Source: an optimization exercise on an open RTL-to-GDS flow (aim: small area, a short achievable clock period and few clock cycles per item). Production flows keep margins and buffers that such runs may drop.
Function was checked by simulation only, so behaviour that the tests miss may differ from the original.
Power figures rest on the tool's default switching activity, not on a simulated workload.

## edge_reader_top
module edge_reader_top (
    input  logic                           clk,
    input  logic                           rst,
    input  edge_reader_pkg::vertex_id_t                     in_v_id,
    input  edge_reader_pkg::offset_t                        in_loffset,
    input  edge_reader_pkg::offset_t                        in_roffset,
    input  logic                           in_valid,
    output logic                           in_ready,
    input  logic                           front_iteration_end,
    input  logic       [4-1:0]     edge_stall,
    output edge_reader_pkg::line_addr_t [4-1:0]     edge_addr,
    output edge_reader_pkg::edge_mask_t [4-1:0]     edge_mask,
    output edge_reader_pkg::vertex_id_t [4-1:0]     edge_v_id,
    output logic       [4-1:0]     edge_valid,
    output logic                           iteration_end
);
Size: about 1,700 cells after synthesis, roughly 420 flip-flops, roughly 19,000 µm² of cells after synthesis.
==> flow/config.mk <==
export PLATFORM = sky130hd
export DESIGN_NAME = edge_reader_top
export DESIGN_NICKNAME = edge_reader_top
export VERILOG_FILES = /design/flow/design.v
export SDC_FILE = /design/flow/constraint.sdc
export NUM_CORES = 4
export LEC_CHECK = 0
export ABC_AREA = 1
export CAP_MARGIN = 20
export CORE_MARGIN = 2
export CORE_UTILIZATION = 65
export SETUP_SLACK_MARGIN = 3.2
export SLEW_MARGIN = 20
export BUFFER_PORTS_ARGS = -buffer_cell sky130_fd_sc_hd__buf_1
==> flow/constraint.sdc <==
create_clock -name core_clock -period 5.5 [get_ports {clk}]
set_input_delay 1.1000 -clock core_clock [delete_from_list [all_inputs] [get_ports {clk}]]
set_output_delay 1.1000 -clock core_clock [all_outputs]
set_load 0.01 [all_outputs]
standard.sh (not shown) runs the stock make flow with config.mk's settings and CLKGATE_MAP_FILE= SYNTH_SCRIPT=/design/flow/synth_recipe.tcl, a recipe that flattens the netlist after the stock synthesis.
==> flow/flow/run.sh <==
#!/bin/bash
# The standard layout, with plain buf_1 cells as the port buffers instead of
# the default delay buffers: every input and output port still gets its own
# buffer. Each step's full output goes to standard.log here (and ORFS's own
# per-step logs under orfs/logs).
set -euo pipefail
echo "export BUFFER_PORTS_ARGS = -buffer_cell sky130_fd_sc_hd__buf_1" >> config.mk
bash standard.sh > standard.log 2>&1
Testbench counts at the start, summed over its fixed seeds: cycles 22,408, items 38,351.
Then changed:
--- a/flow/design.v
+++ b/flow/design.v
@@ -88,19 +88,18 @@
             s_mask[b] = (SW'(b) >= s_q.lo_lo) && (!s_q.single || (SW'(b) <= s_hi));
     end
     logic [VW-1:0] b_vid;
     logic [LW-1:0] b_addr;
     logic [LW-1:0] b_lm2;
     logic [SW-1:0] b_hi;
     logic          b_single;
     logic          b_two;
     logic [7:0]    b_mask;
-    logic          b_empty;
     logic          xfer_b_r;      
     logic          xfer_s_r;      
     logic          b_open_r;      
     logic [NL-1:0] load_r;        
     logic [VW-1:0] c_vid;
     logic [LW-1:0] c_addr;
     logic [LW-1:0] c_lm2;
     logic [SW-1:0] c_hi;
     logic          c_single;
@@ -108,19 +107,19 @@
     logic [7:0]    c_mask;
     logic          c_empty;
     assign c_vid = xfer_b_r ? b_vid : s_q.vid;
     assign c_addr = xfer_b_r ? b_addr : s_q.addr;
     assign c_lm2 = xfer_b_r ? b_lm2 : s_lm2;
     assign c_hi = xfer_b_r ? b_hi : s_hi;
     assign c_single = xfer_b_r ? b_single : s_q.single;
     assign c_two = xfer_b_r ? b_two : s_q.two;
     assign c_mask = xfer_b_r ? b_mask : s_mask;
-    assign c_empty = xfer_b_r ? b_empty : s_empty;
+    assign c_empty = !xfer_b_r && s_empty;
     logic [NL-1:0]   h_valid;
     logic [NL-1:0]   h_last;
     logic [NL-1:0]   e_valid;
     logic [LW-1:0]   h_addr [NL];
     logic [LW-1:0]   h_lm2 [NL];
     logic [NL-1:0]   h_ne;        
     logic [VW-3:0]   h_vid  [NL];
     logic [SW-1:0]   h_hi   [NL];
     logic [7:0]      h_mask [NL];
@@ -144,21 +143,25 @@
             hf_pred[i] = !hv_pred[i] || (!edge_stall[i] && hl_next[i]);
         end
     end
     logic take;
     logic s_to_b;
     logic sv_next, bv_next;
     logic [1:0] sl_next, bl_next;
     logic xb_n, xs_n;
     assign take = in_valid && in_ready;
-    assign s_to_b = s_valid && !xfer_s_r && b_open_r;
+    logic s_open_next;
+    assign s_open_next = !sv_next || xs_n || !bv_next || xb_n;
+    logic s_en;
+    always_ff @(posedge clk) s_en <= s_open_next;
+    assign s_to_b = s_valid && !s_empty && !xfer_s_r && b_open_r;
     assign bv_next = (b_valid && !xfer_b_r) || s_to_b;
-    assign sv_next = (s_valid && !xfer_s_r && !s_to_b) || take;
+    assign sv_next = (s_valid && !s_empty && !xfer_s_r && !s_to_b) || take;
     assign bl_next = s_to_b ? s_q.vid[1:0] : b_vid[1:0];
     assign sl_next = take ? in_v_id[1:0] : s_q.vid[1:0];
     assign xb_n = bv_next && hf_pred[bl_next];
     assign xs_n = sv_next && hf_pred[sl_next] && !xb_n && !(bv_next && (bl_next == sl_next));
     always_ff @(posedge clk) begin
         if (rst) begin
             s_valid <= 1'b0;
             b_valid <= 1'b0;
             in_ready <= 1'b0;
@@ -166,38 +169,37 @@
             xfer_s_r <= 1'b0;
             b_open_r <= 1'b0;
             load_r <= '0;
         end else begin
             s_valid <= sv_next;
             b_valid <= bv_next;
             xfer_b_r <= xb_n;
             xfer_s_r <= xs_n;
             b_open_r <= !bv_next || xb_n;
-            in_ready <= !sv_next || xs_n || !bv_next || xb_n;
+            in_ready <= s_open_next;
             for (int i = 0; i < NL; i++)
                 load_r[i] <= (xb_n && (bl_next == 2'(i))) || (xs_n && (sl_next == 2'(i)));
         end
     end
     always_ff @(posedge clk) begin
-        if (in_ready)
+        if (s_en)
             s_q <= {in_v_id, i_lo_hi, in_loffset[SW-1:0], i_ro_hi, in_roffset[SW-1:0], i_nz,
                     i_single, i_two};
     end
     always_ff @(posedge clk) begin
         if (b_open_r) begin
             b_vid <= s_q.vid;
             b_addr <= s_q.addr;
             b_lm2 <= s_lm2;
             b_hi <= s_hi;
             b_single <= s_q.single;
             b_two <= s_q.two;
             b_mask <= s_mask;
-            b_empty <= s_empty;
         end
     end
     always_ff @(posedge clk) begin
         if (rst) begin
             h_valid <= '0;
             e_valid <= '0;
         end else begin
             h_valid <= hv_next;
             e_valid <= ev_next;
What happened:
- The changed run produced a clean layout
- wire length rises slightly
- worst hold slack hardly moves
- count of clock-buffer cells in the layout rises by 4
- power falls by a few percent
- global-route usage falls by 0.98 points
- setup slack loses 0.20 ns
- synthesized cell count falls by a few percent
- critical path depth rises by 15
- cell count rises slightly
- flip-flop and latch count is unchanged
- sequential power falls slightly
- via count rises slightly
- sequential share of layout area falls by 2.9 points
Testbench counts after the change, summed over its fixed seeds: cycles 21,876, items 38,351.

## re-timing with driven ports
In the flow no input, the clock included, has a driving cell. The finished layouts below were timed again as built, in two steps.
Step 1 (the two cells are an assumption about what drives the block):
set clk [get_ports {clk}]
set_driving_cell -lib_cell sky130_fd_sc_hd__clkbuf_16 $clk
set_driving_cell -lib_cell sky130_fd_sc_hd__buf_2 [delete_from_list [all_inputs] $clk]
Step 2 times the ports against the registers' clock, not the clock port: input delays grow and output delays shrink by t, the midpoint of the rising clock arrivals with the driver on.
Slacks: no drivers / after step 1 / after step 2; pairs: no drivers / after step 1.
run | t (ns) | slack for setup (ns) | worst setup path at the end | worst slew at a driven data input, ns
the first run | 0.581 | 3.142 / 3.091 / 2.748 | input to register | 0.05
the second run | 0.577 | 2.944 / 2.944 / 2.646 | input to register | 0.05
After both steps every run listed still meets setup and hold. The setup slack of the first run, which loses most, moves by -0.051 ns with the drivers and by -0.394 ns with both steps.
